From an optimization exercise on the open Yosys and OpenROAD flow, aimed at small area, a short achievable clock period and few clock cycles per item; shortcuts taken in it are not production practice. In this exercise RTL edits were held to simulation tests only and were not proved equivalent to the original. Power is estimated from default activity; no workload was simulated.

Design mdc_top, start of the top module:
module mdc_top (
    input  wire logic           clk,
    input  wire logic           rst_n,
    input  wire logic           in_valid,
    input  wire mdc_pkg::code_t in_data,
    output logic                in_credit,
    output logic                out_valid,
    output mdc_pkg::det_t       out_data,
    input  wire logic           out_credit
);
    function automatic logic yields(input logic [3:0] p);
        yields = (p[3:2] != 2'd0) && (p[1:0] != 2'd0);
    endfunction
    logic           iv_r;      
    logic           oc_r;      
    mdc_pkg::elem_t elem;
    mdc_pkg::elem_t win [3];   
    logic [3:0]     rpos;      
    logic           pv;        
    element_decoder dec_i (
        .code (in_data),
        .elem (elem)
    );
    always_ff @(posedge clk) begin
        if (in_valid) begin
            win[0] <= elem;
            for (int i = 1; i < 3; i++) win[i] <= win[i-1];
        end
    end
    always_ff @(posedge clk or negedge rst_n) begin
        if (!rst_n) begin
            iv_r <= 1'b0;
            oc_r <= 1'b0;
            rpos <= '0;
            pv   <= 1'b0;
        end else begin
            iv_r <= in_valid;
            oc_r <= out_credit;
            if (in_valid) rpos <= rpos + 4'd1;
            pv <= in_valid && yields(rpos);
        end
    end
    mdc_pkg::det_t det;
    logic          dv;   
    minor_engine eng_i (
        .clk   (clk),
        .rst_n (rst_n),
        .shift (in_valid),
        .w0    (win[0]),
        .w2    (win[2]),
        .v_in  (pv),
        .v_out (dv),
        .det   (det)
    );
    mdc_pkg::det_t o_data;
    logic          o_full;    
    mdc_pkg::det_t q_data;
    logic          q_full;
    logic [5:0]    cred;      
    logic          o_keep;
    logic          o_next;
    logic          cred_ok;
    assign o_keep  = o_full && !out_valid;
    assign o_next  = o_keep || q_full || dv;
    assign cred_ok = (cred + 6'(oc_r) > 6'(out_valid)) || out_credit;
    always_ff @(posedge clk) begin
        if (!o_keep) o_data <= q_full ? q_data : det;
  ...
Size in the first run: ~1200 cells after synthesis, ~44 I/O pins.
export LEC_CHECK = 0
export CAP_MARGIN = 20
export CORE_MARGIN = 2
export CORE_UTILIZATION = 40
export SLEW_MARGIN = 20
create_clock -name core_clock -period 9.0 [get_ports {clk}]
standard.sh (not shown) runs the stock make flow with config.mk's settings and CLKGATE_MAP_FILE= SYNTH_SCRIPT=/design/flow/synth_recipe.tcl, a recipe that flattens the netlist after the stock synthesis.
==> flow/flow/run.sh <==
#!/bin/bash
set -euo pipefail
export BUFFER_PORTS_ARGS="-buffer_cell sky130_fd_sc_hd__buf_2"
export SETUP_SLACK_MARGIN=6.1
bash standard.sh > standard_make.log 2>&1
The starting point passed the timing, DRC and antenna checks.
Testbench counts at the start, summed over its fixed seeds: cycles 4,120, results 2,304.
==> next run, changes <==
--- a/flow/flow/run.sh
+++ b/flow/flow/run.sh
@@ -4 +4 @@
-export SETUP_SLACK_MARGIN=6.1
+export SETUP_SLACK_MARGIN=5.8
Settings changed: CORE_UTILIZATION 40 to 65, CTS_BUF_LIST from default to sky130_fd_sc_hd__clkbuf_16, CTS_CLUSTER_DIAMETER from default to 90, CTS_CLUSTER_SIZE from default to 24, TNS_END_PERCENT from default to 20.
The changed run passed the timing, DRC and antenna checks.
Cell area went down by 10%.
Global-route usage climbs by 7.6 points.
Wire length went down by 11%.
==> next run, changes <==
--- a/flow/flow/run.sh
+++ b/flow/flow/run.sh
@@ -4 +3,0 @@
-export SETUP_SLACK_MARGIN=5.8
Settings changed: CORE_UTILIZATION 65 to 40, CTS_BUF_LIST sky130_fd_sc_hd__clkbuf_16 to default, CTS_CLUSTER_DIAMETER 90 to default, CTS_CLUSTER_SIZE 24 to default, TNS_END_PERCENT 20 to default.
After rerunning: Wire length went up by 1.1%. Count of clock-buffer cells in the layout rises by 24. Total power rose by 6.4%. Die area went up by 61%. Cell area grows by 3.8%. First-iteration DRC count is lower by 45%. Cell count went up by 13%.
==> next run, changes <==
Settings changed: CTS_BUF_LIST from default to sky130_fd_sc_hd__clkbuf_16, CTS_CLUSTER_DIAMETER from default to 90, CTS_CLUSTER_SIZE from default to 24.
After rerunning:
- core utilization is lower by 1.5 points
- total power is lower by 7.0%
- register-to-register slack stays flat
- die area stays the same
- final cell count is lower by 1.7%
- via count is lower by 1.2%
- sequential power stays flat
- wire length is lower by 1.3%
- area after synthesis stays the same
- worst hold slack is better by 0.0074 ns

* * *

## job 2509
mdc_top again, from the RTL that the note above started with.
Settings: LEC_CHECK=0, CAP_MARGIN=20, CORE_MARGIN=2, CORE_UTILIZATION=40, CTS_BUF_LIST=sky130_fd_sc_hd__clkbuf_16, CTS_CLUSTER_DIAMETER=90, CTS_CLUSTER_SIZE=24, SLEW_MARGIN=20; clock period 9.0 ns.
==> flow/flow/run.sh <==
#!/bin/bash
set -euo pipefail
export BUFFER_PORTS_ARGS="-buffer_cell sky130_fd_sc_hd__buf_2"
export SETUP_SLACK_MARGIN=5.8
bash standard.sh > standard_make.log 2>&1
Testbench counts of job 2509, summed over its fixed seeds: cycles 4,120, results 2,304.
diff inputs: job 2509 => job 4980
Settings: CTS_CLUSTER_DIAMETER now 60, was 90; CTS_BUF_LIST now sky130_fd_sc_hd__clkbuf_8, was sky130_fd_sc_hd__clkbuf_16; CTS_CLUSTER_SIZE now 14, was 24; CORE_UTILIZATION now 65, was 40.
### Flow results
- Job 4980 ran to completion and came out clean on the timing, DRC and antenna checks.
- Job 4980 vs job 2509, time the final worst path needs with I/O delays and setup went down by 0.0067 ns.
- Diff job 4980..job 2509 | combinational power | negligible
- Job 4980 vs job 2509 — critical path depth dropped 1.
Edits applied to the flow inputs when going from job 4980 to job 444:
Settings: swapping 65 for 40 in CORE_UTILIZATION; clearing CTS_CLUSTER_SIZE, which used to be 14; clearing CTS_CLUSTER_DIAMETER, which used to be 60.
- For total area of multi-input combinational cells, job 444 and job 4980 come out practically identical.
- Job 444 — global-route wire length before repair 1500 um higher, job 4980 as reference
- ~same fmax in job 4980 and job 444
- Fraction of standard cell area in multi-input logic: job 444 < job 4980
- Sort job 4980 and job 444 by worst ir drop on vdd, ascending, and job 444 comes first.
- The share of the final layout cell area in sequential cells reported for job 444 is smaller than that of job 4980 by 1.6 points.
- Job 4980 → job 444: met1 track demand over resource has decreased; routed length on met1 has increased.
Input changes introduced in job 2827 (baseline for comparison: job 444):
Settings: putting CTS_CLUSTER_DIAMETER at 90 where nothing was set; swapping 40 for 65 in CORE_UTILIZATION; putting CTS_CLUSTER_SIZE at 24 where nothing was set; swapping sky130_fd_sc_hd__clkbuf_8 for sky130_fd_sc_hd__clkbuf_16 in CTS_BUF_LIST.
Results
- The count of clock-net buffers in the final layout reported for job 2827 is smaller than that of job 444 by 38.
- Fmax across job 2827 and job 444: no real change.
- Per the comparison of job 2827 with job 444, setup slack has increased, total die area shows a reduction of 0.014 mm^2, final cell count down 236, path length in cells of the critical path decreased 1.
Inputs modified between job 2827 and job 129:
Settings: CTS_CLUSTER_DIAMETER no longer set, was 90; CORE_UTILIZATION now 40, was 65; CTS_BUF_LIST no longer set, was sky130_fd_sc_hd__clkbuf_16; CTS_CLUSTER_SIZE no longer set, was 24.
==> flow/flow/run.sh <==
#!/bin/bash
set -euo pipefail
export BUFFER_PORTS_ARGS="-buffer_cell sky130_fd_sc_hd__buf_2"
export CTS_ARGS="-sink_clustering_enable -repair_clock_nets -dont_use_dummy_load -buf_list sky130_fd_sc_hd__clkbuf_8"
bash standard.sh > standard_make.log 2>&1
--- outcome ---
- Row clock period minus worst slack: job 129 higher / job 2827 lower
- Register share of the cell area ended up 0.75 points lower on job 129 than on job 2827.
- | number of well taps | higher: job 129 |
- Of job 2827 and job 129, job 129 shows the higher placed instance area, with job 2827 below it.
- DRC marker count from the first detailed-route iteration: job 129 vs job 2827 down 111
- Wire: job 129 routes more than job 2827
- | HPWL after detailed placement | job 129 vs job 2827 | worse |
- Of the two values seen for termination of the worst setup path, eng_i.bc24$_DFF_P_ was produced by job 2827 and eng_i.cs29$_DFF_P_ by job 129.
- Critical path launch point = eng_i.aone1$_DFF_P_: job 129; critical path launch point = win[0][10]$_DFFE_PP_: job 2827
- Share of the clock period used by the worst path on job 129 is up relative to job 2827.
- Count of placed standard cells including taps, job 2827 and job 129: smaller value in job 2827
- Job 2827 and job 129 ended up with roughly the same combinational power.
- Met3 layer usage reported by global route: job 129 > job 2827

* * *

mdc_top again, from the RTL that the note above started with.
==> flow/config.mk <==
export PLATFORM = sky130hd
export DESIGN_NAME = mdc_top
export DESIGN_NICKNAME = mdc_top
export VERILOG_FILES = /design/flow/design.v
export SDC_FILE = /design/flow/constraint.sdc
export NUM_CORES = 4
export LEC_CHECK = 0
export CAP_MARGIN = 20
export CORE_MARGIN = 2
export CORE_UTILIZATION = 40
export CTS_BUF_LIST = sky130_fd_sc_hd__clkbuf_8
export SLEW_MARGIN = 20
==> flow/constraint.sdc <==
create_clock -name core_clock -period 9.0 [get_ports {clk}]
set_input_delay 1.8000 -clock core_clock [delete_from_list [all_inputs] [get_ports {clk}]]
set_output_delay 1.8000 -clock core_clock [all_outputs]
set_load 0.01 [all_outputs]
==> flow/flow/run.sh <==
#!/bin/bash
set -euo pipefail
export BUFFER_PORTS_ARGS="-buffer_cell sky130_fd_sc_hd__buf_2"
bash standard.sh > standard_make.log 2>&1
The first run ran to the end with no violations.
Testbench counts at the start, summed over its fixed seeds: cycles 4,120, results 2,304.
Then changed:
==> flow/flow/run.sh (replaced) <==
#!/bin/bash
set -euo pipefail
export BUFFER_PORTS_ARGS="-buffer_cell sky130_fd_sc_hd__buf_2"
export SETUP_SLACK_MARGIN=5.9
bash standard.sh > standard_make.log 2>&1
Settings changed: CORE_UTILIZATION 40 to 65, CTS_BUF_LIST sky130_fd_sc_hd__clkbuf_8 to sky130_fd_sc_hd__clkbuf_16, CTS_CLUSTER_DIAMETER set to 110, CTS_CLUSTER_SIZE set to 30.
=> The changed run ran to the end with no violations. Combinational power goes up by about 3%. Sequential power barely changes. Maximum frequency goes up by 5.2%. Worst setup slack improves by 0.16 ns. Sequential cell count stays the same. Utilization goes up by 27 points. Register-to-register slack improves by 0.16 ns.
Then changed:
==> flow/flow/run.sh (replaced) <==
#!/bin/bash
set -euo pipefail
export BUFFER_PORTS_ARGS="-buffer_cell sky130_fd_sc_hd__buf_2"
export SETUP_SLACK_MARGIN=5.8
bash standard.sh > standard_make.log 2>&1
Settings changed: ABC_AREA set to 1, CTS_CLUSTER_DIAMETER 110 to 90, CTS_CLUSTER_SIZE 30 to 24.
What happened:
- worst setup slack loses 0.24 ns
- wire length rises by 13%
- clock-buffer cell count came out higher by 2
- non-clock buffer count grows by 1
- sequential power is lower by about 5%
- sequential cell count stays the same
- first-iteration DRC count climbs by 24%
- total power is lower by 8.7%
- clock power rose by 6.2%
Then changed:
==> flow/flow/run.sh (replaced) <==
#!/bin/bash
set -euo pipefail
export BUFFER_PORTS_ARGS="-buffer_cell sky130_fd_sc_hd__buf_2"
export SETUP_SLACK_MARGIN=6.0
bash standard.sh > standard_make.log 2>&1
Settings changed: ABC_AREA 1 to not set, CORE_UTILIZATION 65 to 40.
Combinational power rises by 19%.
Sequential share of layout area falls by 0.37 points.
Via count decreases by about 13%.
Then changed:
==> flow/flow/run.sh (replaced) <==
#!/bin/bash
set -euo pipefail
export BUFFER_PORTS_ARGS="-buffer_cell sky130_fd_sc_hd__buf_2"
export SETUP_SLACK_MARGIN=5.9
bash standard.sh > standard_make.log 2>&1
Settings changed: CORE_UTILIZATION 40 to 65, TNS_END_PERCENT set to 20.
Worst setup slack degrades by 0.078 ns; via count came out lower by 0.75%; clock power goes up by about 3%; design area went down by 5.8%; clock skew went down by 0.0049 ns; register-to-register slack got worse by 0.08 ns; first-iteration DRC count increases by about 34%; power decreases by 1.5%; die area came out lower by about 40%; routed wire length fell by about 7%.
Then changed:
==> flow/flow/run.sh (replaced) <==
#!/bin/bash
set -euo pipefail
export BUFFER_PORTS_ARGS="-buffer_cell sky130_fd_sc_hd__buf_2"
export SETUP_SLACK_MARGIN=5.8
bash standard.sh > standard_make.log 2>&1
Settings changed: CTS_CLUSTER_DIAMETER 90 to 110, CTS_CLUSTER_SIZE 24 to 30, TNS_END_PERCENT 20 to not set.
=> The new run ran to the end with no violations. Final area came out lower by 1.3%. Global-route usage went down by 1.0 points. Setup slack gets better by 0.045 ns. Synthesized cell count is unchanged.

port drivers added, routing unchanged:
In the flow no input, the clock included, has a driving cell. The finished layouts below were timed again as built, in two steps.
Step 1 sets driving cells, clkbuf_16 on the clock port and buf_2 on the other inputs (assumed; they add their load-dependent delay and slew).
Step 2 adds t to the input delays and takes it off the output delays; t is the mean of the earliest and latest rising clock arrival at the registers after step 1. Input paths then give back, and output paths get back, about the clock's delay inside the block.
Slacks: ideal ports / drivers / drivers and shift; pairs: ideal ports / drivers.
run	shift t [ns]	setup WS [ns]	clock arrival spread, ns	worst data-port slew with drivers (ns)	cell pins on the clock port's net
the first run of note 1	0.581	5.900 / 5.900 / 5.436	0.018 / 0.019	0.06	1
the second run of note 1	0.525	5.833 / 5.833 / 5.507	0.023 / 0.024	0.03	1
the third run of note 1	0.583	5.769 / 5.769 / 5.406	0.011 / 0.011	0.04	1
the fourth run of note 1	0.532	5.763 / 5.763 / 5.407	0.023 / 0.023	0.04	1
job 2509	0.536	5.868 / 5.868 / 5.406	0.016 / 0.017	0.03	1
job 4980	0.574	5.875 / 5.875 / 5.459	0.028 / 0.028	0.03	1
job 444	0.597	5.870 / 5.870 / 5.398	0.017 / 0.017	0.03	1
job 2827	0.525	5.879 / 5.879 / 5.481	0.017 / 0.016	0.03	1
job 129	0.574	5.728 / 5.728 / 5.410	0.048 / 0.049	0.04	1
the first run of note 3	0.596	5.775 / 5.775 / 5.402	0.023 / 0.024	0.04	1
the second run of note 3	0.529	5.933 / 5.933 / 5.494	0.028 / 0.028	0.03	1
the third run of note 3	0.540	5.698 / 5.698 / 5.643	0.013 / 0.013	0.03	1
the fourth run of note 3	0.537	5.935 / 5.935 / 5.482	0.022 / 0.022	0.05	1
the fifth run of note 3	0.524	5.857 / 5.857 / 5.454	0.018 / 0.017	0.03	1
the sixth run of note 3	0.517	5.902 / 5.902 / 5.503	0.025 / 0.024	0.03	1
After both steps setup and hold are still met in every run listed. For job 444, which loses most, drivers alone change the setup slack by 0.000 ns; drivers and shift together by -0.472 ns.
